Background: an optimization exercise with open tools, aiming at small area. Do not read the settings as production practice. Where RTL was checked, it was by simulation tests only, not by an equivalence proof against the original. The RTL of run 6 was laid out without a check of its function. Power is estimated from default activity; no workload was simulated.

`flow/design.v`:
```
package c2d_pkg;
  localparam int BYTE_W     = 8;
  localparam int WORD_W     = 16;
  localparam int LINE_WORDS = 18;   
  localparam logic [6:0] TINIT_END = 7'd100;
  localparam logic [7:0] DI_RAW8 = 8'h2A;
  localparam logic [7:0] WC_LO   = 8'd36;
endpackage
`timescale 1ns/1ps
module c2d_top (
  input  logic                       core_clk_i,
  input  logic                       rst_n_i,
  input  logic                       fv_i,
  input  logic                       lv_i,
  input  logic                       dvalid_i,
  input  logic [c2d_pkg::BYTE_W-1:0] pixdata_d1_i,
  input  logic [c2d_pkg::BYTE_W-1:0] pixdata_d0_i,
  output logic                       tinit_done_o,
  output logic                       lp_p_o,
  output logic                       lp_n_o,
  output logic                       hs_data_en_o,
  output logic [15:0]                hs_data_o,
  output logic                       d_hs_req_o,
  output logic                       d_hs_ack_o
);
  localparam int N = c2d_pkg::LINE_WORDS;
  logic [1:0] sync_q;
  logic       rstn;
  always_ff @(posedge core_clk_i or negedge rst_n_i) begin
    if (!rst_n_i) sync_q <= '0;
    else          sync_q <= {sync_q[0], 1'b1};
  end
  assign rstn = sync_q[1];
  logic fv_q, lv_q, armed_q;
  logic fv_rise, fv_fall, lv_fall;
  logic ev_fs, ev_fe, ev_line;
  logic push;
  assign fv_rise = fv_i && !fv_q;
  assign fv_fall = !fv_i && fv_q;
  assign lv_fall = !lv_i && lv_q;
  assign ev_fs   = fv_rise && tinit_done_o;
  assign ev_fe   = armed_q && fv_fall;
  assign ev_line = armed_q && lv_fall;
  assign push    = armed_q && lv_i && dvalid_i;
  always_ff @(posedge core_clk_i) begin
    fv_q <= fv_i;
    lv_q <= lv_i;
  end
  always_ff @(posedge core_clk_i or negedge rstn) begin
    if (!rstn) begin
      armed_q <= 1'b0;
    end else begin
      if (ev_fs)        armed_q <= 1'b1;
      else if (fv_fall) armed_q <= 1'b0;
    end
  end
  localparam logic [5:0] Q_POP  = 6'd63;
  localparam logic [5:0] Q_IDLE = 6'd41;
  logic [5:0] q;
  logic [1:0] pend_q;   
  logic       long_q;
  logic       fe_q;
  logic       pop_evt;
  logic       pay;
  assign pop_evt = (q == Q_POP);
  assign pay     = ((q >= 6'd18) && (q <= 6'd35));
  always_ff @(posedge core_clk_i or negedge rstn) begin
    if (!rstn) begin
      q      <= Q_IDLE;
      pend_q <= 2'd0;
    end else begin
      if (q == Q_IDLE) begin
        if (pend_q != 2'd0) q <= Q_POP;
      end else if (q == 6'd17 && !long_q) begin
        q <= 6'd37;
      end else begin
        q <= q + 1'b1;
      end
      if (ev_fs)        pend_q <= 2'd1;
      else if (ev_fe)   pend_q <= 2'd2;
      else if (ev_line) pend_q <= 2'd3;
      else if (pop_evt) pend_q <= 2'd0;
    end
  end
  always_ff @(posedge core_clk_i) begin
    if (pop_evt) begin
      long_q <= (pend_q == 2'd3);
      fe_q   <= (pend_q == 2'd2);
    end
  end
  logic [15:0] frame_q;
  logic        tdone_q;
  always_ff @(posedge core_clk_i or negedge rstn) begin
    if (!rstn) begin
      frame_q <= 16'hFF9C;
      tdone_q <= 1'b0;
    end else begin
      if (!tdone_q || (pop_evt && pend_q == 2'd1)) frame_q <= frame_q + 1'b1;
      if (&frame_q[6:0]) tdone_q <= 1'b1;   
    end
  end
  assign tinit_done_o = tdone_q;
  logic [15:0]  buf_q [N];
  logic [N-1:0] upper;   
  logic [N-1:0] sh;      
  logic [N-1:0] sh_n;
  logic [15:0]  head;
  assign head = buf_q[N-1];
  always_comb begin
    for (int i = 0; i < N; i++) begin
      upper[i] = 1'b0;
      if (i == 0) upper[i] = 1'b0;
      if (i == 1) upper[i] = (q == 6'd18);
      if (i == 2) upper[i] = ((q >= 6'd18) && (q <= 6'd19));
      if (i == 3) upper[i] = ((q >= 6'd18) && (q <= 6'd20));
      if (i == 4) upper[i] = ((q >= 6'd18) && (q <= 6'd21));
      if (i == 5) upper[i] = ((q >= 6'd18) && (q <= 6'd22));
      if (i == 6) upper[i] = ((q >= 6'd18) && (q <= 6'd23));
      if (i == 7) upper[i] = ((q >= 6'd18) && (q <= 6'd24));
      if (i == 8) upper[i] = ((q >= 6'd18) && (q <= 6'd25));
      if (i == 9) upper[i] = ((q >= 6'd18) && (q <= 6'd26));
      if (i == 10) upper[i] = ((q >= 6'd18) && (q <= 6'd27));
      if (i == 11) upper[i] = ((q >= 6'd18) && (q <= 6'd28));
      if (i == 12) upper[i] = ((q >= 6'd18) && (q <= 6'd29));
      if (i == 13) upper[i] = ((q >= 6'd18) && (q <= 6'd30));
      if (i == 14) upper[i] = ((q >= 6'd18) && (q <= 6'd31));
      if (i == 15) upper[i] = ((q >= 6'd18) && (q <= 6'd32));
      if (i == 16) upper[i] = ((q >= 6'd18) && (q <= 6'd33));
      if (i == 17) upper[i] = ((q >= 6'd18) && (q <= 6'd34));
      sh[i]    = push || upper[i];
      sh_n[i]  = !sh[i];
    end
  end
  always_ff @(posedge core_clk_i) begin
    buf_q[0] <= ({16{sh_n[0]}} | {pixdata_d1_i, pixdata_d0_i}) & ({16{sh[0]}} | buf_q[0]);
    for (int i = 1; i < N; i++) begin
      buf_q[i] <= ({16{sh_n[i]}} | buf_q[i-1]) & ({16{sh[i]}} | buf_q[i]);
    end
  end
  function automatic logic [15:0] crc_byte(input logic [15:0] crc_in, input logic [7:0] data);
    logic [15:0] c;
    c = crc_in;
    for (int i = 0; i < 8; i++) begin
      if (c[0] ^ data[i]) c = (c >> 1) ^ 16'h8408;
      else                c = c >> 1;
    end
    crc_byte = c;
  endfunction
  function automatic logic [5:0] ecc6(input logic [23:0] d);
    logic [5:0] p;
    p[0] = ^(d & 24'hF12CB7);
    p[1] = ^(d & 24'hF2555B);
    p[2] = ^(d & 24'h749A6D);
    p[3] = ^(d & 24'hB8E38E);
    p[4] = ^(d & 24'hDF03F0);
    p[5] = ^(d & 24'hEFFC00);
    ecc6 = p;
  endfunction
  logic [15:0] crc_q;
  logic [15:0] crc_next;
  logic        trail;
  assign crc_next = crc_byte(crc_byte(crc_q, head[7:0]), head[15:8]);
  assign trail    = ((q >= 6'd36) && (q <= 6'd40));
  always_ff @(posedge core_clk_i) begin
    for (int i = 0; i < 16; i++) begin
      if (pay)                             crc_q[i] <= crc_next[i];
      else if (!(trail && (i % 8 == 7)))   crc_q[i] <= 1'b1;
    end
  end
  localparam logic [5:0] ECC_LONG = ecc6({8'd0, c2d_pkg::WC_LO, c2d_pkg::DI_RAW8});
  logic [15:0] hdr0, hdr1;
  assign hdr0 = long_q ? {c2d_pkg::WC_LO, c2d_pkg::DI_RAW8} : {frame_q[7:0], 7'd0, fe_q};
  assign hdr1 = long_q ? {2'b00, ECC_LONG, 8'd0}
                       : {2'b00, ecc6({frame_q, 7'd0, fe_q}), frame_q[15:8]};
  logic tr0, tr1;
  assign tr0 = long_q ? ~crc_q[7]  : ~frame_q[15];
  assign tr1 = long_q ? ~crc_q[15] : 1'b1;
  assign hs_data_en_o = ((q >= 6'd9) && (q <= 6'd40));
  assign d_hs_ack_o   = ((q >= 6'd15) && (q <= 6'd40));
  assign d_hs_req_o   = (q <= 6'd36);
  assign lp_p_o       = ((q >= 6'd41) || (q <= 6'd1));
  assign lp_n_o       = ((q >= 6'd41) || (q <= 6'd5));
  always_comb begin
    if (pay)                  hs_data_o = head;
    else if (q == 6'd36)    hs_data_o = crc_q;
    else if (q == 6'd16)    hs_data_o = hdr0;
    else if (q == 6'd17)    hs_data_o = hdr1;
    else if (q == 6'd15)    hs_data_o = 16'hB8B8;
    else if (((q >= 6'd37) && (q <= 6'd40))) hs_data_o = {{8{tr1}}, {8{tr0}}};
    else                      hs_data_o = 16'h0000;
  end
endmodule
```
`flow/flow/run.sh`:
```
#!/bin/bash
# Standard synthesis and layout, with small port buffers and a clock tree
# built without dummy loads. Each tool's output goes to a log file here.
set -euo pipefail
export BUFFER_PORTS_ARGS="-buffer_cell sky130_fd_sc_hd__buf_1"
export CTS_ARGS="-sink_clustering_enable -repair_clock_nets -dont_use_dummy_load -sink_clustering_size 20 -sink_clustering_max_diameter 60 -buf_list sky130_fd_sc_hd__clkbuf_8"
bash standard.sh synth > synth.log 2>&1
bash standard.sh finish > layout.log 2>&1
```
`flow/standard.sh`:
```
#!/bin/bash
# synth_recipe.tcl (not shown) runs the flow's synth.tcl, then flattens the netlist and writes it again
# the make line also repeats each setting of config.mk as NAME=value (left out here)
make -C /OpenROAD-flow-scripts/flow DESIGN_CONFIG=/design/flow/config.mk WORK_HOME=/design/flow/orfs CLKGATE_MAP_FILE= SYNTH_SCRIPT=/design/flow/synth_recipe.tcl "${@:-finish}"
```
`flow/config.mk`:
```
export PLATFORM = sky130hd
export DESIGN_NAME = c2d_top
export DESIGN_NICKNAME = c2d_top
export VERILOG_FILES = /design/flow/design.v
export SDC_FILE = /design/flow/constraint.sdc
export NUM_CORES = 4
export LEC_CHECK = 0
export CAP_MARGIN = 0
export CORE_MARGIN = 2
export CORE_UTILIZATION = 65
export PLACE_DENSITY = 0.75
export SLEW_MARGIN = 0
```
`flow/constraint.sdc`:
```
create_clock -name core_clock -period 6.0 [get_ports {core_clk_i}]
set_input_delay 1.2000 -clock core_clock [delete_from_list [all_inputs] [get_ports {core_clk_i}]]
set_output_delay 1.2000 -clock core_clock [all_outputs]
set_load 0.01 [all_outputs]
```
==> impl_metrics.py, run 1 <==
metrics = {
    "placement": {
        "port_buffers": 42,
        "dpl_cell_area_sq_um": 12700,
        "gp_congestion": 0.954,
        "dpl.hpwl_um": 13000,
    },
    "floorplanning": {
        "std_cell_rows": 50,
        "start_util": 0.659,
        "die_y_um": 141,
        "io_pins": 43,
        "die-area_sq_um": 19900,
        "core_sq_um": 18600,
        "die_x_um": 141,
    },
    "synth": {
        "synth_top_area_cell": "edfxtp_1",
        "synth_ff_type": "edfxtp_1",
        "synth_compound_area_frac": 0.0431,
        "synth_xor_area_frac": 0.0759,
        "synthTopCellsByArea": "edfxtp_1, xnor2_1, dfstp_2",
        "yosys.area_share.adder": 0.0102,
        "ys_seq_area_frac": 0.801,
        "synthDistinctLibCells": 53,
        "synth-edff-count": 292,
        "yosys_warnings": 2,
        "async_flop_share": 0.0833,
        "synth_top_family_by_area": "XOR/XNOR gates",
        "synth_top_area_frac": 0.716,
        "avgSynthCellArea_sq_um": 17.3,
        "syn_area_sq_um": 12200,
        "synthSimpleGateAreaFrac": 0.0580,
        "synth_mux_area_frac": 0.000920,
        "synthCells": 707,
        "yosys_register_bits": 336,
    },
    "critical_path": {
        "required_ps": 4800,
        "critPathLaunchType": "flop",
        "worst-endpoint-arrival_ps": 3570,
        "crit_buf_inv": 1,
        "critPathTopFamily": "compound AO/OA/AOI/OAI gates",
        "cpMaxStageDelayCell": "o21a_1",
        "slowest_delay_ps": 760,
        "worstSetupPathType": "reg2out",
        "reg2reg_from": "q[2]",
        "critPathMaxFanout": 25,
        "ff2ff_setup_slack_ps": 3060,
        "cpMostUsedCell": "o21ai_1",
        "endpoint_kind": "output port",
        "ff2ff_path_depth": 5,
        "crit_chain": "or2_2, o21ai_1, o21a_1, o21ai_1, o32a_1, buf_1",
    },
    "cts": {
        "htree_levels": 1,
        "cts_buffers": 23,
        "post-cts-setup-buffers": 0,
        "cts_hold_buf": 0,
        "cts_resized": 0,
        "cts_root_buf": "clkbuf_8",
        "clockBufferDepth": 3,
        "clk_pin_slew_ps": 120,
        "clk-insertion-delay-late_ps": 560,
        "clkSinkCount": 336,
        "cts_tree": "done",
    },
    "route": {
        "num_vias": 5744,
        "final_antenna_net_count": 0,
        "post_drt_wl_per_cell_um": 18.7,
        "dr.pass1.iters": 7,
        "drtIter0Drc": 438,
        "drc": 0,
        "vias_per_cell": 5.74,
        "drt_wl_total_um": 18700,
    },
    "hold_path": {
        "min_path_type": "reg2reg",
        "hold_path_depth": 0,
        "holdPathEnd": "sync_q[1]",
        "worstHoldStart": "sync_q[0]",
    },
    "layout": {
        "area_growth_pct": 6.44,
        "n_fill_cell": 1168,
        "fin_util": 0.701,
        "design_area_sq_um": 13000,
        "antenna_cells": 0,
        "final_cell_mix": "edfxtp_1, xnor2_1, nand2_1",
        "drive_gt1_frac": 0.0927,
        "layout_commonest_cell": "edfxtp_1",
        "nets": 799,
    },
    "timing": {
        "layout_min_cycle_time_ps": 4770,
        "tns_ps": 0,
        "final-setup-viol-count": 0,
        "fmaxAchievable_mhz": 210,
        "slew_viol_final": 0,
        "fin_crit_sh": 0.795,
        "rsz0062_at_grt": "no",
        "tightest_slew_ps": 1080,
        "skew_ps": 81.2,
        "slew_headroom": 0.278,
        "hold_viol_final": 0,
    },
    "global_route": {
        "grt_overflow": 0,
        "antenna_found_initial": 0,
        "grt_pass1_wl_um": 29800,
        "track_usage": 0.192,
        "grt_pass1_vias": 5769,
        "grt_max_degree": 27,
    },
    "status": {
        "status": "finished clean",
    },
    "power": {
        "internal_power_w": 0.00285,
        "worst_ir_drop_vdd_uv": 238,
        "p_per_area_nw_per_um2": 268,
        "p_sw_frac": 0.181,
        "p_switching_w": 0.000632,
        "seq_power_share": 0.720,
        "p_total_w": 0.00349,
        "pwr-share-clk": 0.279,
        "p_comb_frac": 0.002,
        "power_leakage_nw": 4.30,
    },
    "flow_run": {
        "max-cap-violations": 0,
    },
}
[metal layers]
layer  global-route usage  vias to the layer above  part of all wire
li1                     -                     2694                 -
met1                0.252                     2819              0.41
met2                0.341                      195              0.52
met3               0.0282                       36             0.050
met4               0.0526                        0             0.024
met5                    0                        -                 0
[synth_stat cells (6+ instances only)]
| library cell | n |
|---|---|
| ha_1 | 10 |
| dfxtp_1 | 16 |
| xnor2_1 | 64 |
| nand2_1 | 51 |
| xor2_1 | 18 |
| nand2b_1 | 6 |
| nor2_1 | 41 |
| nand3_1 | 14 |
| xnor2_2 | 10 |
| dfstp_2 | 15 |
| o21ai_0 | 20 |
| buf_2 | 6 |
| inv_1 | 9 |
| a21oi_1 | 32 |
| dfrtp_1 | 13 |
| nor2b_1 | 9 |
| edfxtp_1 | 292 |
| clkbuf_1 | 10 |
[cell type report]
type / instances / area [sq um] / area share
clock buffer: 23 / 317 / 0.0243
inverter: 9 / 33.8 / 0.00259
multi-input combinational: 342 / 2310 / 0.178
sequential: 336 / 9810 / 0.753
tap: 234 / 293 / 0.0225
timing repair buffer: 56 / 263 / 0.0202
[power by group through the flow]
stage | clock network [W] | registers (W) | logic, W
after global routing | 0.00108 | 0.00251 | 0.00000679
after global placement | 0 | 0.00256 | 0.00000572
final | 0.000971 | 0.00251 | 0.00000610
after CTS | 0.00100 | 0.00251 | 0.00000610
after detailed placement | 0 | 0.00256 | 0.00000608
after floorplan | 0 | 0.00256 | 0.000000814
[metrics by stage]
step | std cells | setup WS, ps | hold WS, ps
6_report | 1000 | 1230 | 376
5_1_grt | 1000 | 909 | 382
4_1_cts | 1000 | 1230 | 375
3_5_place_dp | 977 | 1850 | 356
3_3_place_gp | 977 | 1950 | 336
2_1_floorplan | 707 | 2440 | 322
[worst max-delay path by stage]
stage	start	to	slack, ps	cells after the start
floorplan	q[1]	flop	2440	5
global placement	q[2]	hs_data_o[8]	1950	6
detailed placement	q[2]	hs_data_o[8]	1850	6
CTS	q[2]	hs_data_o[8]	1230	6
global route	q[2]	hs_data_o[9]	910	7
finish	q[2]	hs_data_o[8]	1230	6
[worst reg2reg max path: stages, from the launching register on]
cell and delay [ps]:
dfrtp_1 540, or2_2 390, o21ai_1 550, o21a_1 760, o21ai_1 170, buf_4 240
[kinds of logic after synthesis]
| family | Yosys count |
|---|---|
| XOR/XNOR | 95 |
| other | 1 |
| AND/OR/NAND/NOR | 150 |
| buffers and inverters | 29 |
| flip-flops | 336 |
| adder cells (fa/ha/maj) | 10 |
| AO/OA/AOI/OAI | 85 |
| multiplexers | 1 |
==> inputs of run 2 (changes only) <==
--- a/flow/config.mk
+++ b/flow/config.mk
@@ -10,2 +10,3 @@
 export CORE_UTILIZATION = 65
+export GPL_TIMING_DRIVEN = 0
 export PLACE_DENSITY = 0.75
==> run 2 against run 1 <==
Compared with the run above:
- still clean
- die area unchanged
- register-to-register slack better by 120 ps
- area after synthesis unchanged
- power down 0.44%
- critical path depth up 4
- synthesized cell count unchanged
- via count up 0.73%
- final cell count up 1.4%
- clock skew up 8.4 ps
- critical path type unchanged
- critical endpoint is now hs_data_o[2]
- largest cell class unchanged
==> impl_metrics.py, run 2 <==
metrics = {
    "status": {
        "status": "finished clean",
    },
    "synth": {
        "syn_area_sq_um": 12200,
        "synth_top_area_frac": 0.716,
        "ys_seq_area_frac": 0.801,
        "synthCells": 707,
        "yosys_warnings": 2,
        "yosys_register_bits": 336,
        "avgSynthCellArea_sq_um": 17.3,
        "synthDistinctLibCells": 53,
        "synthTopCellsByArea": "edfxtp_1, xnor2_1, dfstp_2",
        "synth_ff_type": "edfxtp_1",
        "synth_top_area_cell": "edfxtp_1",
        "async_flop_share": 0.0833,
        "ys_top_cells_by_count": "edfxtp_1, xnor2_1, nand2_1",
        "synth-edff-count": 292,
        "synth.most_common_cell": "edfxtp_1",
    },
    "critical_path": {
        "required_ps": 4800,
        "critPathMaxFanout": 10,
        "endpoint_kind": "output port",
        "worstSetupPathType": "reg2out",
        "worst-endpoint-arrival_ps": 3230,
        "critPathLaunchType": "flop",
    },
    "floorplanning": {
        "die_x_um": 141,
        "std_cell_rows": 50,
        "io_pins": 43,
        "die_y_um": 141,
        "die-area_sq_um": 19900,
        "core_sq_um": 18600,
        "start_util": 0.659,
    },
    "cts": {
        "cts_tree": "done",
        "cts_root_buf": "clkbuf_8",
        "htree_levels": 1,
        "clkSinkCount": 336,
        "cts_resized": 0,
        "post-cts-setup-buffers": 0,
        "cts_hold_buf": 0,
        "clk_pin_slew_ps": 120,
        "clk-insertion-delay-late_ps": 570,
        "clockBufferDepth": 3,
        "cts_buffers": 22,
    },
    "global_route": {
        "grt_pass1_wl_um": 30200,
        "grt_pass1_vias": 5862,
        "grt_overflow": 0,
        "grt_max_degree": 27,
        "antenna_found_initial": 0,
        "track_usage": 0.197,
    },
    "timing": {
        "fmaxAchievable_mhz": 226,
        "slew_headroom": 0.290,
        "slew_viol_final": 0,
        "setup_ws_ps": 1570,
        "skew_ps": 89.6,
        "fin_crit_sh": 0.738,
        "rsz0062_at_grt": "no",
        "tightest_slew_ps": 1070,
        "hold_viol_final": 0,
        "final-setup-viol-count": 0,
        "layout_min_cycle_time_ps": 4430,
        "tns_ps": 0,
    },
    "layout": {
        "n_fill_cell": 1155,
        "drive_gt1_frac": 0.100,
        "nets": 813,
        "antenna_cells": 0,
        "final_cell_mix": "edfxtp_1, xnor2_1, nand2_1",
        "layout_commonest_cell": "edfxtp_1",
        "fin_util": 0.704,
        "area_growth_pct": 6.89,
    },
    "power": {
        "p_per_area_nw_per_um2": 265,
        "worst_ir_drop_vdd_uv": 234,
        "power_leakage_nw": 4.32,
    },
    "placement": {
        "port_buffers": 42,
        "gp_congestion": 0.891,
        "dpl.hpwl_um": 13600,
        "dp_slack_ps": 2250,
    },
    "route": {
        "drt_wl_total_um": 19200,
        "post_drt_wl_per_cell_um": 18.9,
        "dr.pass1.iters": 5,
        "drtIter0Drc": 360,
        "drc": 0,
        "vias_per_cell": 5.71,
        "num_vias": 5786,
        "final_antenna_net_count": 0,
    },
    "flow_run": {
        "max-cap-violations": 0,
    },
    "hold_path": {
        "min_path_type": "reg2reg",
    },
}
run 2: cell count changes in the layout (fill, tap and decap cells not counted), sizes merged:
| cell | change |
|---|---|
| buf | +4 |
| clkbuf | +10 |
run 2: kinds of logic (layout without fill, tap and decap cells):
kind of cell             count (synthesis)  in the layout  synth area share
buffers and inverters                   29            102            0.0102
multiplexers                             1              1          0.000920
AO/OA/AOI/OAI                           85             85            0.0431
flip-flops                             336            336             0.801
AND/OR/NAND/NOR                        150            150            0.0580
adder cells (fa/ha/maj)                 10             10            0.0102
other                                    1              1          0.000306
XOR/XNOR                                95             95            0.0759
run 2: worst paths after layout:
check                           from           end  slack, ps  cells after the start
setup reg to reg                q[1]          flop       3180                      8
min in group asynchronous    rst_n_i     sync_q[1]        390                      1
hold reg to reg            sync_q[0]     sync_q[1]        350                      0
hold / removal             sync_q[0]     sync_q[1]        350                      0
setup / recovery                q[1]  hs_data_o[2]       1570                     10
max in group asynchronous  sync_q[1]    frame_q[0]       4800                      0
run 2: where the power goes:
group / switching (W) / internal [W]
combinational: 0.00000279 / 0.00000336
clock: 0.000625 / 0.000331
sequential: 0.00000371 / 0.00250
total: 0.000631 / 0.00284
run 2: cell type report:
cell class	count	area [sq um]	area share
inverter	9	33.8	0.00258
multi-input combinational	342	2330	0.178
timing repair buffer	51	225	0.0172
buffer	20	91.3	0.00698
tap	234	293	0.0224
sequential	336	9810	0.750
clock buffer	22	303	0.0231
run 2: critical path: stages (launching register included):
cell and delay, ps:
dfrtp_1 490, inv_1 200, ha_1 170, clkbuf_1 340
nand2b_1 170, a21oi_1 110, or3_1 440, a21oi_1 300
a21oi_1 80, a21oi_1 180, buf_1 170
run 2: stage by stage:
step / std cells / hold slack (ps) / cell area (sq um) / total power [W]
detailed placement: 992 / 346 / 12800 / 0.00257
global placement: 983 / 337 / 12700 / 0.00257
CTS: 1014 / 354 / 13100 / 0.00349
floorplan: 707 / 322 / 12200 / 0.00256
global route: 1014 / 354 / 13100 / 0.00358
finish: 1014 / 349 / 13100 / 0.00347
run 2: per-layer routing:
layer  vias up  track usage  wire, um
met1      2848        0.257      7870
met3        37       0.0313       993
met2       176        0.348      9830
li1       2725            -         -
met5         -            0         0
met4         0       0.0553       462
==> inputs of run 3 (changes only) <==
--- a/flow/flow/run.sh
+++ b/flow/flow/run.sh
@@ -5,2 +5,3 @@
 export BUFFER_PORTS_ARGS="-buffer_cell sky130_fd_sc_hd__buf_1"
+export REMOVE_ABC_BUFFERS=1
 export CTS_ARGS="-sink_clustering_enable -repair_clock_nets -dont_use_dummy_load -sink_clustering_size 20 -sink_clustering_max_diameter 60 -buf_list sky130_fd_sc_hd__clkbuf_8"
--- a/flow/config.mk
+++ b/flow/config.mk
@@ -7,3 +7,3 @@
 export LEC_CHECK = 0
-export CAP_MARGIN = 0
+export CAP_MARGIN = 20
 export CORE_MARGIN = 2
@@ -12,2 +12,2 @@
 export PLACE_DENSITY = 0.75
-export SLEW_MARGIN = 0
+export SLEW_MARGIN = 20
==> run 3 against run 2 <==
Compared with the run above:
- final area grew 0.11%
- critical endpoint is now hs_data_o[8]
- highest routed layer unchanged
- still clean
- clock skew grew 13 ps
- count of clock-buffer cells in the layout is the same
- routed wire length shrank 3.0%
- worst hold slack lost 80 ps
- clock power shrank 0.9%
- area after synthesis is the same
- power shrank 0.24%
- global-route usage shrank 0.57 points
- non-clock buffer count shrank 17
==> impl_metrics.py, run 3 <==
metrics = {
    "floorplanning": {
        "core_sq_um": 18600,
        "std_cell_rows": 50,
        "start_util": 0.659,
        "die_y_um": 141,
        "die_x_um": 141,
        "io_pins": 43,
        "die-area_sq_um": 19900,
    },
    "route": {
        "dr.pass1.iters": 4,
        "vias_per_cell": 5.72,
        "num_vias": 5707,
        "drtIter0Drc": 340,
        "post_drt_wl_per_cell_um": 18.6,
        "final_antenna_net_count": 0,
        "drc": 0,
        "drt_wl_total_um": 18600,
    },
    "global_route": {
        "grt_overflow": 0,
        "antenna_found_initial": 0,
        "track_usage": 0.191,
        "grt_max_degree": 27,
        "grt_pass1_vias": 5839,
        "grt_pass1_wl_um": 29400,
    },
    "timing": {
        "final-setup-viol-count": 0,
        "tns_ps": 0,
        "rsz0062_at_grt": "no",
        "fmaxAchievable_mhz": 199,
        "fin_crit_sh": 0.837,
        "slew_viol_final": 0,
        "tightest_slew_ps": 979,
        "slew_headroom": 0.345,
        "layout_min_cycle_time_ps": 5020,
        "hold_viol_final": 0,
        "skew_ps": 102,
    },
    "synth": {
        "synthCells": 707,
        "synth_ff_type": "edfxtp_1",
        "async_flop_share": 0.0833,
        "synth-edff-count": 292,
        "ys_top_cells_by_count": "edfxtp_1, xnor2_1, nand2_1",
        "ys_seq_area_frac": 0.801,
        "synth.most_common_cell": "edfxtp_1",
        "synth_top_area_frac": 0.716,
        "syn_area_sq_um": 12200,
        "synthTopCellsByArea": "edfxtp_1, xnor2_1, dfstp_2",
        "synthDistinctLibCells": 53,
        "yosys_warnings": 2,
        "yosys_register_bits": 336,
        "avgSynthCellArea_sq_um": 17.3,
        "synth_top_area_cell": "edfxtp_1",
    },
    "cts": {
        "cts_resized": 0,
        "clockBufferDepth": 3,
        "cts_tree": "done",
        "cts_root_buf": "clkbuf_8",
        "cts_hold_buf": 0,
        "htree_levels": 1,
        "clk_pin_slew_ps": 120,
        "clk-insertion-delay-late_ps": 580,
        "clkSinkCount": 336,
        "post-cts-setup-buffers": 0,
        "cts_buffers": 22,
    },
    "placement": {
        "gp_congestion": 0.892,
        "port_buffers": 42,
        "dpl.hpwl_um": 13300,
    },
    "critical_path": {
        "crit_chain": "or2_2, o21ai_2, o21a_1, o21ai_1, o32a_1, buf_1",
        "required_ps": 4800,
        "critPathMaxFanout": 25,
        "cpMaxStageDelayCell": "o21a_1",
        "slowest_delay_ps": 840,
        "critPathLaunchType": "flop",
        "endpoint_kind": "output port",
        "worst-endpoint-arrival_ps": 3820,
        "worstSetupPathType": "reg2out",
    },
    "layout": {
        "final_cell_mix": "edfxtp_1, xnor2_1, nand2_1",
        "nets": 796,
        "drive_gt1_frac": 0.110,
        "n_fill_cell": 1169,
        "area_growth_pct": 7.00,
        "layout_commonest_cell": "edfxtp_1",
        "antenna_cells": 0,
    },
    "power": {
        "p_sw_frac": 0.180,
        "internal_power_w": 0.00284,
        "seq_power_share": 0.724,
        "p_total_w": 0.00346,
        "pwr-share-clk": 0.274,
        "p_per_area_nw_per_um2": 264,
        "worst_ir_drop_vdd_uv": 261,
        "p_switching_w": 0.000623,
        "p_comb_frac": 0.002,
        "power_leakage_nw": 4.31,
    },
    "status": {
        "status": "finished clean",
    },
    "flow_run": {
        "max-cap-violations": 0,
    },
    "hold_path": {
        "min_path_type": "reg2async",
    },
}
## run 3: metal layers
metal  track usage  wire length (um)
met3        0.0346               725
met1         0.237              7760
met5             0                 0
met2         0.348              9640
met4        0.0547               455
## run 3: cell families after synthesis
group,synth area share
buffers and inverters,0.0102
muxes,0.000920
DFF,0.801
xor gates and xnor gates,0.0759
and+or+nand+nor,0.0580
AOI/OAI and AO/OA,0.0431
other,0.000306
adders and majority gates,0.0102
## run 3: path summary, 6_finish.rpt
check | start | to | slack [ps] | cells after the start
min in group core_clock | sync_q[0] | sync_q[1] | 300 | 0
max in group asynchronous | sync_q[1] | frame_q[7] | 5230 | 0
worst max-delay path | q[2] | hs_data_o[8] | 980 | 6
worst min register to register | sync_q[1] | pend_q[1] | 270 | 0
worst min-delay path | sync_q[1] | pend_q[1] | 270 | 0
worst max register to register | q[2] | flop | 2840 | 5
## run 3: cell type report
class                   count  area [sq um]  area share
inverters                   9          33.8     0.00258
multi-input cells         342          2370       0.181
well taps                 234           293      0.0224
repair buffers             54           289      0.0221
clock buffers              22           303      0.0231
flip-flops and latches    336          9810       0.749
## run 3: metrics by stage
step / hold slack [ps] / utilization / area, sq um / setup slack [ps] / cells
after global placement: 336 / 0.678 / 12600 / 1400 / 963
after detailed placement: 342 / 0.688 / 12800 / 1300 / 975
after global routing: 313 / 0.705 / 13100 / 737 / 997
after floorplan: 322 / - / 12100 / 2490 / 687
after CTS: 307 / 0.705 / 13100 / 645 / 997
final: 268 / 0.705 / 13100 / 979 / 997
## run 3: worst max-delay path, delay by kind of cell (launching register included)
family / cells / cell delay (ps)
AO/OA/AOI/OAI: 4 / 2090
flip-flops: 1 / 570
buffers and inverters: 1 / 140
AND/OR/NAND/NOR: 1 / 410
## run 3: power groups by stage
stage / clock network, W / logic, W / registers, W
floorplan: 0 / 0.000000814 / 0.00256
global placement: 0 / 0.00000568 / 0.00256
detailed placement: 0 / 0.00000632 / 0.00256
CTS: 0.000980 / 0.00000636 / 0.00251
global route: 0.00105 / 0.00000715 / 0.00251
finish: 0.000947 / 0.00000639 / 0.00251
==> inputs of run 4 (changes only) <==
--- a/flow/flow/run.sh
+++ b/flow/flow/run.sh
@@ -5,3 +5,2 @@
 export BUFFER_PORTS_ARGS="-buffer_cell sky130_fd_sc_hd__buf_1"
-export REMOVE_ABC_BUFFERS=1
 export CTS_ARGS="-sink_clustering_enable -repair_clock_nets -dont_use_dummy_load -sink_clustering_size 20 -sink_clustering_max_diameter 60 -buf_list sky130_fd_sc_hd__clkbuf_8"
--- a/flow/config.mk
+++ b/flow/config.mk
@@ -10,3 +10,2 @@
 export CORE_UTILIZATION = 65
-export GPL_TIMING_DRIVEN = 0
 export PLACE_DENSITY = 0.75
==> run 4 against run 3 <==
Compared with the run above:
- still clean on timing, DRC and antenna
- first-iteration DRC count increased by 34%
- non-clock buffer count grew 2
- die area unchanged
- clock power increased by 2.3%
- final area down 0.52%
- worst hold slack better by 10 ps
- flip-flop and latch count unchanged
- power is 0.62% higher
- synthesized cell count is the same
- fmax rose by 4.2%
- final cell count rose by 0.30%
- global-route usage grew 0.064 points
- largest cell class unchanged
- highest routed layer unchanged
==> impl_metrics.py, run 4 <==
metrics = {
    "hold_path": {
        "min_path_type": "reg2async",
    },
    "floorplanning": {
        "core_sq_um": 18600,
        "die_y_um": 141,
        "die-area_sq_um": 19900,
        "die_x_um": 141,
        "start_util": 0.659,
        "std_cell_rows": 50,
        "io_pins": 43,
    },
    "critical_path": {
        "worstSetupPathType": "reg2out",
        "critPathLaunchType": "flop",
        "ff2ff_path_depth": 5,
        "endpoint_kind": "output port",
        "critPathMaxFanout": 25,
        "worst-endpoint-arrival_ps": 3620,
        "required_ps": 4800,
    },
    "global_route": {
        "grt_overflow": 0,
        "antenna_found_initial": 0,
        "grt_max_degree": 27,
        "track_usage": 0.192,
        "grt_pass1_vias": 5769,
        "grt_pass1_wl_um": 29800,
    },
    "layout": {
        "antenna_cells": 0,
        "layoutNonFillerInstCount": 1000,
        "final_cell_mix": "edfxtp_1, xnor2_1, nand2_1",
        "fin_util": 0.701,
        "nets": 799,
        "area_growth_pct": 6.45,
        "design_area_sq_um": 13000,
        "layout_commonest_cell": "edfxtp_1",
        "drive_gt1_frac": 0.0940,
    },
    "synth": {
        "synthTopCellsByArea": "edfxtp_1, xnor2_1, dfstp_2",
        "async_flop_share": 0.0833,
        "syn_area_sq_um": 12200,
        "synth_top_family_by_area": "XOR/XNOR gates",
        "ys_top_cells_by_count": "edfxtp_1, xnor2_1, nand2_1",
        "synth.most_common_cell": "edfxtp_1",
        "yosys_register_bits": 336,
        "avgSynthCellArea_sq_um": 17.3,
        "yosys_warnings": 2,
        "yosys.area_share.adder": 0.0102,
        "synthSimpleGateAreaFrac": 0.0580,
        "synth_top_area_frac": 0.716,
        "synth-edff-count": 292,
        "synth_mux_area_frac": 0.000920,
        "synthDistinctLibCells": 53,
        "ys_seq_area_frac": 0.801,
        "synth_xor_area_frac": 0.0759,
        "synth_ff_type": "edfxtp_1",
        "synthCells": 707,
        "synth_top_area_cell": "edfxtp_1",
        "synth_compound_area_frac": 0.0431,
    },
    "route": {
        "final_antenna_net_count": 0,
        "dr.pass1.iters": 6,
        "num_vias": 5757,
        "post_drt_wl_per_cell_um": 18.7,
        "drt_wl_total_um": 18700,
        "vias_per_cell": 5.76,
        "drtIter0Drc": 456,
        "drc": 0,
    },
    "timing": {
        "hold_viol_final": 0,
        "tns_ps": 0,
        "fmaxAchievable_mhz": 207,
        "final-setup-viol-count": 0,
        "tightest_slew_ps": 1090,
        "rsz0062_at_grt": "no",
        "skew_ps": 81.3,
        "whs_ps": 278,
        "slew_viol_final": 0,
        "fin_crit_sh": 0.803,
        "slew_headroom": 0.272,
        "layout_min_cycle_time_ps": 4820,
    },
    "power": {
        "pwr-share-clk": 0.278,
        "seq_power_share": 0.720,
        "power_leakage_nw": 4.30,
        "p_sw_frac": 0.181,
        "p_comb_frac": 0.002,
        "internal_power_w": 0.00285,
        "p_per_area_nw_per_um2": 267,
        "worst_ir_drop_vdd_uv": 238,
        "p_switching_w": 0.000630,
    },
    "cts": {
        "clkSinkCount": 336,
        "htree_levels": 1,
        "clk_pin_slew_ps": 120,
        "clockBufferDepth": 3,
        "cts_root_buf": "clkbuf_8",
        "cts_buffers": 23,
        "clk-insertion-delay-late_ps": 560,
        "cts_resized": 0,
        "cts_hold_buf": 0,
        "cts_tree": "done",
        "post-cts-setup-buffers": 0,
    },
    "placement": {
        "dpl.hpwl_um": 13000,
        "placed_cells": 977,
        "gp_congestion": 0.954,
        "port_buffers": 42,
        "dpl_cell_area_sq_um": 12700,
    },
    "status": {
        "status": "finished clean",
    },
    "flow_run": {
        "max-cap-violations": 0,
    },
}
run 4: cell count changes in the layout (fill, tap and decap cells not counted):
cell,delta
nor2_1,+1
buf_4,+13
clkbuf_8,+1
o21ai_2,-14
nor2_2,-1
o21ai_1,+14
buf_6,-11
run 4: layout make-up:
| class | count | area [sq um] |
|---|---|---|
| timing repair buffer | 56 | 263 |
| fill | 1170 | 5550 |
| clock buffer | 23 | 317 |
| multi-input combinational | 342 | 2310 |
| tap | 234 | 293 |
| inverter | 9 | 33.8 |
| sequential | 336 | 9810 |
run 4: layer usage:
| metal | vias to the layer above | wire (um) | GRT usage |
|---|---|---|---|
| met5 | - | 0 | 0 |
| met3 | 37 | 885 | 0.0282 |
| met1 | 2830 | 7710 | 0.252 |
| met4 | 0 | 455 | 0.0526 |
| li1 | 2698 | - | - |
| met2 | 192 | 9680 | 0.341 |
run 4: power by group through the flow:
stage | Combinational [W] | Clock (W) | Sequential (W)
2_1_floorplan | 0.000000814 | 0 | 0.00256
3_3_place_gp | 0.00000572 | 0 | 0.00256
5_1_grt | 0.00000679 | 0.00108 | 0.00251
4_1_cts | 0.00000610 | 0.00100 | 0.00251
3_5_place_dp | 0.00000608 | 0 | 0.00256
6_report | 0.00000611 | 0.000969 | 0.00251
run 4: cell families (layout without fill, tap and decap cells):
kind of cell | Yosys count | in the layout
other | 1 | 1
xor gates and xnor gates | 95 | 95
DFF | 336 | 336
muxes | 1 | 1
AOI/OAI and AO/OA | 85 | 85
and+or+nand+nor | 150 | 150
buffers and inverters | 29 | 88
adders and majority gates | 10 | 10
run 4: path summary, 6_finish.rpt:
check	from	endpoint	slack, ps
worst min-delay path	sync_q[1]	q[1]	280
worst max-delay path	q[2]	hs_data_o[8]	1180
max in group asynchronous	sync_q[1]	frame_q[0]	5230
worst max register to register	q[2]	flop	3020
worst min register to register	sync_q[1]	q[1]	280
min in group core_clock	sync_q[0]	sync_q[1]	380
run 4: critical path, stage by stage, from the launching register on:
cell and delay (ps):
dfrtp_1 540, or2_2 390, o21ai_1 580, o21a_1 760, o21ai_1 260, o32a_1 420
buf_1 130
run 4: per-stage QoR:
stage | power, W | setup slack, ps
finish | 0.00348 | 1180
floorplan | 0.00256 | 2440
CTS | 0.00352 | 1230
detailed placement | 0.00257 | 1850
global placement | 0.00257 | 1950
global route | 0.00360 | 909
==> inputs of run 5 (changes only) <==
==> flow/flow/run.sh (replaced) <==
#!/bin/bash
# Standard synthesis and layout, with small port buffers and a clock tree
# built without dummy loads. Each tool's output goes to a log file here.
set -euo pipefail
export BUFFER_PORTS_ARGS="-buffer_cell sky130_fd_sc_hd__buf_1"
export CTS_ARGS="-sink_clustering_enable -repair_clock_nets -dont_use_dummy_load -sink_clustering_size 12 -sink_clustering_max_diameter 40 -buf_list sky130_fd_sc_hd__clkbuf_4"
bash standard.sh synth > synth.log 2>&1
bash standard.sh finish > layout.log 2>&1
==> run 5 against run 4 <==
Compared with the run above:
- area after synthesis is the same
- non-clock buffer count is the same
- die area is the same
- power shrank 0.17%
- critical endpoint unchanged
- largest cell class unchanged
==> impl_metrics.py, run 5 <==
metrics = {
    "status": {
        "status": "finished clean",
    },
    "layout": {
        "nets": 817,
        "area_growth_pct": 6.40,
        "drive_gt1_frac": 0.115,
        "multi_input_area_sq_um": 2310,
        "layout_commonest_cell": "edfxtp_1",
        "final_cell_mix": "edfxtp_1, xnor2_1, nand2_1",
        "n_fill_cell": 1194,
        "layoutNonFillerInstCount": 1019,
        "seqCellArea_sq_um": 9810,
        "design_area_sq_um": 13000,
    },
    "floorplanning": {
        "std_cell_rows": 50,
        "die_x_um": 141,
        "start_util": 0.659,
        "die_y_um": 141,
        "die-area_sq_um": 19900,
        "core_sq_um": 18600,
        "io_pins": 43,
    },
    "cts": {
        "cts_tree": "done",
        "clk_pin_slew_ps": 120,
        "htree_levels": 2,
        "clk-insertion-delay-late_ps": 660,
        "cts_hold_buf": 0,
        "clockBufferDepth": 3,
        "cts_root_buf": "clkbuf_4",
        "clkSinkCount": 336,
        "cts_buffers": 41,
        "post-cts-setup-buffers": 0,
        "cts_resized": 0,
    },
    "synth": {
        "synth_ff_type": "edfxtp_1",
        "syn_area_sq_um": 12200,
        "ys_seq_area_frac": 0.801,
        "async_flop_share": 0.0833,
        "synthCells": 707,
        "synth_top_area_frac": 0.716,
        "ys_top_cells_by_count": "edfxtp_1, xnor2_1, nand2_1",
        "avgSynthCellArea_sq_um": 17.3,
        "synth-edff-count": 292,
        "yosys_warnings": 2,
        "synth.most_common_cell": "edfxtp_1",
        "synth_top_area_cell": "edfxtp_1",
        "synthTopCellsByArea": "edfxtp_1, xnor2_1, dfstp_2",
        "synthDistinctLibCells": 53,
        "yosys_register_bits": 336,
    },
    "route": {
        "final_antenna_net_count": 0,
        "dr.pass1.iters": 5,
        "drt_wl_total_um": 19000,
        "num_vias": 5851,
        "drc": 0,
        "drtIter0Drc": 480,
        "post_drt_wl_per_cell_um": 18.6,
        "vias_per_cell": 5.74,
    },
    "global_route": {
        "track_usage": 0.195,
        "grt_max_degree": 27,
        "grt_pass1_vias": 5970,
        "grt_pass1_wl_um": 30000,
        "antenna_found_initial": 1,
        "grt_overflow": 0,
    },
    "critical_path": {
        "critPathLaunchType": "flop",
        "crit_chain": "or2_2, o21ai_1, o21a_1, o21ai_1, o32a_1, buf_1",
        "critPathMaxFanout": 25,
        "ff2ff_path_depth": 5,
        "cpMaxStageDelayCell": "o21a_1",
        "required_ps": 4800,
        "worstSetupPathType": "reg2out",
        "slowest_delay_ps": 760,
        "worst-endpoint-arrival_ps": 3730,
        "reg2reg_from": "q[2]",
        "endpoint_kind": "output port",
        "cpMostUsedCell": "o21ai_1",
        "ff2ff_setup_slack_ps": 2980,
    },
    "power": {
        "p_per_area_nw_per_um2": 267,
        "p_total_w": 0.00348,
        "worst_ir_drop_vdd_uv": 177,
        "power_leakage_nw": 4.32,
    },
    "timing": {
        "slew_headroom": 0.288,
        "rsz0062_at_grt": "no",
        "fin_crit_sh": 0.822,
        "setup_ws_ps": 1070,
        "tightest_slew_ps": 1060,
        "slew_viol_final": 0,
        "skew_ps": 89.1,
        "hold_viol_final": 0,
        "fmaxAchievable_mhz": 203,
        "final-setup-viol-count": 0,
        "tns_ps": 0,
        "layout_min_cycle_time_ps": 4930,
    },
    "placement": {
        "dpl_cell_area_sq_um": 12700,
        "port_buffers": 42,
        "dpl.hpwl_um": 13000,
        "gp_congestion": 0.954,
        "dp_slack_ps": 1850,
        "placed_cells": 977,
    },
    "flow_run": {
        "max-cap-violations": 0,
    },
    "hold_path": {
        "min_path_type": "reg2async",
    },
}
==> run 5: cell counts after synthesis <==
No cell type changed its count.
==> run 5: critical path: cells and delay by family, from the launching register on <==
family,cells,cell delay [ps]
buf+inv,1,130
simple gates,1,390
flops,1,550
compound gates,4,1980
==> run 5: per-layer routing <==
layer / routed length, um / part of all wire / track usage
met5: 0 / 0 / 0
met4: 337 / 0.018 / 0.0637
met3: 1200 / 0.063 / 0.0431
met2: 9850 / 0.52 / 0.340
met1: 7570 / 0.40 / 0.245
==> run 5: worst max-delay path by stage <==
stage	slack, ps	startpoint	endpoint	depth (start not counted)
floorplan	2440	q[1]	flop	5
global placement	1950	q[2]	hs_data_o[8]	6
detailed placement	1850	q[2]	hs_data_o[8]	6
CTS	1070	q[2]	hs_data_o[8]	6
global route	750	q[2]	hs_data_o[9]	7
finish	1070	q[2]	hs_data_o[8]	6
==> run 5: report_power, final <==
part	internal (W)	switching (W)	total (W)
logic	0.00000336	0.00000276	0.00000613
registers	0.00250	0.00000380	0.00251
clock network	0.000316	0.000647	0.000963
==> run 5: metrics by stage <==
step | hold slack (ps) | util
after floorplan | 322 | -
after detailed placement | 356 | 0.684
after global placement | 336 | 0.684
after global routing | 242 | 0.701
final | 275 | 0.701
after CTS | 238 | 0.701
==> run 5: logic make-up after synthesis <==
family                   after synthesis  synth area share
multiplexers                           1          0.000920
other                                  1          0.000306
adder cells (fa/ha/maj)               10            0.0102
buffers and inverters                 29            0.0102
AND/OR/NAND/NOR                      150            0.0580
AO/OA/AOI/OAI                         85            0.0431
XOR/XNOR                              95            0.0759
flip-flops                           336             0.801
==> run 5: layout make-up <==
cell class,count,share of cell area
multi-input combinational,342,0.178
sequential,336,0.753
timing repair buffer,56,0.0202
tap,234,0.0225
antenna,1,0.000192
inverter,9,0.00259
clock buffer,41,0.0236
==> inputs of run 6 (changes only) <==
--- a/flow/design.v
+++ b/flow/design.v
@@ -130,3 +130,21 @@
       sh[i]    = push || upper[i];
-      sh_n[i]  = !sh[i];
+      sh_n[i] = 1'b0;
+      if (i == 0) sh_n[i] = !push && 1'b1;
+      if (i == 1) sh_n[i] = !push && ((q >= 6'd19) || (q <= 6'd17));
+      if (i == 2) sh_n[i] = !push && ((q >= 6'd20) || (q <= 6'd17));
+      if (i == 3) sh_n[i] = !push && ((q >= 6'd21) || (q <= 6'd17));
+      if (i == 4) sh_n[i] = !push && ((q >= 6'd22) || (q <= 6'd17));
+      if (i == 5) sh_n[i] = !push && ((q >= 6'd23) || (q <= 6'd17));
+      if (i == 6) sh_n[i] = !push && ((q >= 6'd24) || (q <= 6'd17));
+      if (i == 7) sh_n[i] = !push && ((q >= 6'd25) || (q <= 6'd17));
+      if (i == 8) sh_n[i] = !push && ((q >= 6'd26) || (q <= 6'd17));
+      if (i == 9) sh_n[i] = !push && ((q >= 6'd27) || (q <= 6'd17));
+      if (i == 10) sh_n[i] = !push && ((q >= 6'd28) || (q <= 6'd17));
+      if (i == 11) sh_n[i] = !push && ((q >= 6'd29) || (q <= 6'd17));
+      if (i == 12) sh_n[i] = !push && ((q >= 6'd30) || (q <= 6'd17));
+      if (i == 13) sh_n[i] = !push && ((q >= 6'd31) || (q <= 6'd17));
+      if (i == 14) sh_n[i] = !push && ((q >= 6'd32) || (q <= 6'd17));
+      if (i == 15) sh_n[i] = !push && ((q >= 6'd33) || (q <= 6'd17));
+      if (i == 16) sh_n[i] = !push && ((q >= 6'd34) || (q <= 6'd17));
+      if (i == 17) sh_n[i] = !push && ((q >= 6'd35) || (q <= 6'd17));
     end
==> flow/flow/run.sh (replaced) <==
#!/bin/bash
# Standard synthesis and layout, with small port buffers and a clock tree
# built without dummy loads. Each tool's output goes to a log file here.
set -euo pipefail
export BUFFER_PORTS_ARGS="-buffer_cell sky130_fd_sc_hd__buf_1"
export CTS_ARGS="-sink_clustering_enable -repair_clock_nets -dont_use_dummy_load -sink_clustering_size 20 -sink_clustering_max_diameter 60 -buf_list sky130_fd_sc_hd__clkbuf_8"
bash standard.sh synth > synth.log 2>&1
bash standard.sh finish > layout.log 2>&1
==> run 6 against run 5 <==
Compared with the run above:
- via count up 42%
- register-to-register slack got worse by 260 ps
- fmax up 2.9%
- worst hold slack improved by 75 ps
- critical endpoint is now hs_data_o[14]
- largest cell class unchanged
- largest power group unchanged
==> impl_metrics.py, run 6 <==
metrics = {
    "status": {
        "status": "finished clean",
    },
    "critical_path": {
        "endpoint_kind": "output port",
        "required_ps": 4800,
        "cpMostUsedCell": "o21ai_0",
        "worst-endpoint-arrival_ps": 3600,
        "worstSetupPathType": "reg2out",
        "ff2ff_setup_slack_ps": 2720,
        "critPathMaxFanout": 17,
        "critPathLaunchType": "flop",
        "crit_buf_inv": 2,
        "critPathTopFamily": "simple AND/OR/NAND/NOR gates",
        "r2r_end": "buf_q[16][12]",
        "ff2ff_path_depth": 7,
        "crit_chain": "inv_1, ha_1, nand2b_1, nor3_1, a221o_1, o21ai_0, o21ai_0, buf_1",
        "cpMaxStageDelayCell": "nor3_1",
        "slowest_delay_ps": 730,
        "reg2reg_from": "q[1]",
    },
    "synth": {
        "synth.most_common_cell": "dfxtp_1",
        "synth-edff-count": 20,
        "synth_top_area_cell": "dfxtp_1",
        "synth_top_area_frac": 0.468,
        "ys_top_cells_by_count": "dfxtp_1, o22a_1, xnor2_1",
        "synthDistinctLibCells": 76,
        "ys_seq_area_frac": 0.576,
        "synthTopCellsByArea": "dfxtp_1, o22a_1, edfxtp_1",
        "yosys_warnings": 2,
        "async_flop_share": 0.0833,
        "yosys_register_bits": 336,
        "synthCells": 1051,
        "avgSynthCellArea_sq_um": 11.7,
        "syn_area_sq_um": 12300,
        "synth_ff_type": "dfxtp_1",
    },
    "route": {
        "drc": 0,
        "drtIter0Drc": 434,
        "final_antenna_net_count": 0,
        "drt_wl_total_um": 24800,
        "post_drt_wl_per_cell_um": 18.9,
        "dr.pass1.iters": 5,
        "vias_per_cell": 6.32,
        "num_vias": 8299,
    },
    "placement": {
        "gp_congestion": 0.935,
        "dpl_cell_area_sq_um": 12700,
        "dpl.hpwl_um": 17400,
        "port_buffers": 42,
        "placed_cells": 1290,
    },
    "global_route": {
        "gr-usage-met2": 0.416,
        "antenna_found_initial": 0,
        "track_usage": 0.248,
        "grt_pass1_wl_um": 40800,
        "top_usage_layer": "met2",
        "grt_pass1_vias": 7977,
        "met3_usage": 0.0310,
        "grt_max_degree": 32,
        "grt_use_met1": 0.340,
        "grt_overflow": 0,
    },
    "layout": {
        "design_area_sq_um": 13000,
        "final_cell_mix": "dfxtp_1, o22a_1, xnor2_1",
        "drive_gt1_frac": 0.0824,
        "area_growth_pct": 5.94,
        "layout_commonest_cell": "dfxtp_1",
        "antenna_cells": 0,
        "largest-register": "buf_q",
        "seqCellArea_sq_um": 7090,
        "largest_registers": "buf_q x272, crc_q x16, frame_q x16",
        "multi_input_area_sq_um": 4970,
        "nets": 1113,
        "layoutNonFillerInstCount": 1314,
        "largest_reg_flops": 272,
        "n_fill_cell": 1458,
        "fin_util": 0.699,
    },
    "timing": {
        "whs_ps": 349,
        "tightest_slew_ps": 1010,
        "rsz0062_at_grt": "no",
        "tns_ps": 0,
        "skew_ps": 96.1,
        "slew_headroom": 0.327,
        "fin_crit_sh": 0.800,
        "layout_min_cycle_time_ps": 4800,
        "fmaxAchievable_mhz": 208,
        "slew_viol_final": 0,
        "hold_viol_final": 0,
        "final-setup-viol-count": 0,
    },
    "power": {
        "seq_power_share": 0.696,
        "p_comb_frac": 0.003,
        "pwr-share-clk": 0.301,
        "p_per_area_nw_per_um2": 249,
        "internal_power_w": 0.00260,
        "p_switching_w": 0.000637,
        "worst_ir_drop_vdd_uv": 270,
        "power_leakage_nw": 4.35,
        "p_sw_frac": 0.196,
    },
    "floorplanning": {
        "io_pins": 43,
        "start_util": 0.660,
        "die_y_um": 142,
        "core_sq_um": 18600,
        "die_x_um": 142,
        "die-area_sq_um": 20100,
        "std_cell_rows": 50,
    },
    "cts": {
        "clk_pin_slew_ps": 110,
        "cts_resized": 0,
        "cts_tree": "done",
        "cts_hold_buf": 0,
        "cts_root_buf": "clkbuf_8",
        "cts_buffers": 23,
        "clkSinkCount": 336,
        "post-cts-setup-buffers": 0,
        "clk-insertion-delay-late_ps": 580,
        "htree_levels": 1,
        "clockBufferDepth": 3,
    },
    "hold_path": {
        "min_path_type": "reg2async",
    },
    "flow_run": {
        "max-cap-violations": 0,
    },
}
==> run 6: cell type report <==
type	instances	area share
multi-input combinational	649	0.382
timing repair buffer	63	0.0257
tap	234	0.0225
inverter	9	0.00259
clock buffer	23	0.0243
sequential	336	0.543
==> run 6: worst reg2reg max path: stages, from the launching register on <==
cell and delay [ps]:
dfrtp_1 550, inv_1 180, ha_1 550, or2_2 280, a21oi_2 140, nor2_2 610
o21a_1 620, o22a_1 210
==> run 6: power by group through the flow <==
stage / clock (W) / combinational [W] / sequential (W)
4_1_cts: 0.00101 / 0.00000623 / 0.00226
3_5_place_dp: 0 / 0.00000619 / 0.00231
6_report: 0.000975 / 0.0000103 / 0.00226
2_1_floorplan: 0 / 0.000000828 / 0.00231
3_3_place_gp: 0 / 0.00000570 / 0.00231
5_1_grt: 0.00108 / 0.0000118 / 0.00226
==> run 6: cell families after synthesis <==
kind of cell    after synthesis  share of synthesized area
fa+ha+maj                    10                     0.0102
compound gates              384                      0.254
flops                       336                      0.576
simple gates                151                     0.0626
mux                           6                    0.00498
buf+inv                      66                     0.0229
other cells                   1                   0.000305
xor+xnor                     97                     0.0690
==> run 6: how the worst max path moves through the flow <==
stage	start	endpoint	cells after the start
2_1_floorplan	q[1]	hs_data_o[14]	9
3_3_place_gp	q[1]	hs_data_o[14]	8
3_5_place_dp	q[1]	hs_data_o[14]	8
4_1_cts	q[1]	hs_data_o[14]	8
5_1_grt	q[1]	hs_data_o[15]	8
6_report	q[1]	hs_data_o[14]	8
==> run 6: stage by stage <==
step           total power (W)  setup WS (ps)
3_5_place_dp           0.00231           1920
6_report               0.00324           1200
5_1_grt                0.00335            939
2_1_floorplan          0.00231           2620
4_1_cts                0.00327           1250
3_3_place_gp           0.00231           1970
==> run 6: layer usage <==
layer  share of wire  up-vias
met5               0        -
met4           0.026        0
met3           0.036       45
met2            0.48      167
met1            0.46     4077
li1                -     4010

## static timing again, ports no longer ideal
How much do the figures lean on ideal ports? The routed layouts below were timed once more, with nothing changed but the port constraints. Step 1 assumes that a clkbuf_16 drives the clock port and a buf_2 every other input. Step 2 moves the port delays by t, midway between the first and last clock arrival at a register: inputs arrive t later, outputs are due t later. That takes back most of the time a late clock gives input paths. Three values: no drivers, after step 1, after step 2; two values: the first two.
| run | shift t [ns] | setup slack, ns | worst slew at a driven data input, ns |
|---|---|---|---|
| run 1 | 0.555 | 1.230 / 1.190 / 1.746 | 0.03 |
| run 2 | 0.565 | 1.572 / 1.532 / 2.097 | 0.03 |
| run 3 | 0.568 | 0.979 / 0.943 / 1.511 | 0.03 |
| run 4 | 0.554 | 1.181 / 1.141 / 1.696 | 0.03 |
| run 5 | 0.655 | 1.066 / 1.028 / 1.683 | 0.03 |
| run 6 | 0.572 | 1.203 / 1.161 / 1.733 | 0.03 |
After both steps every run listed still meets setup and hold.
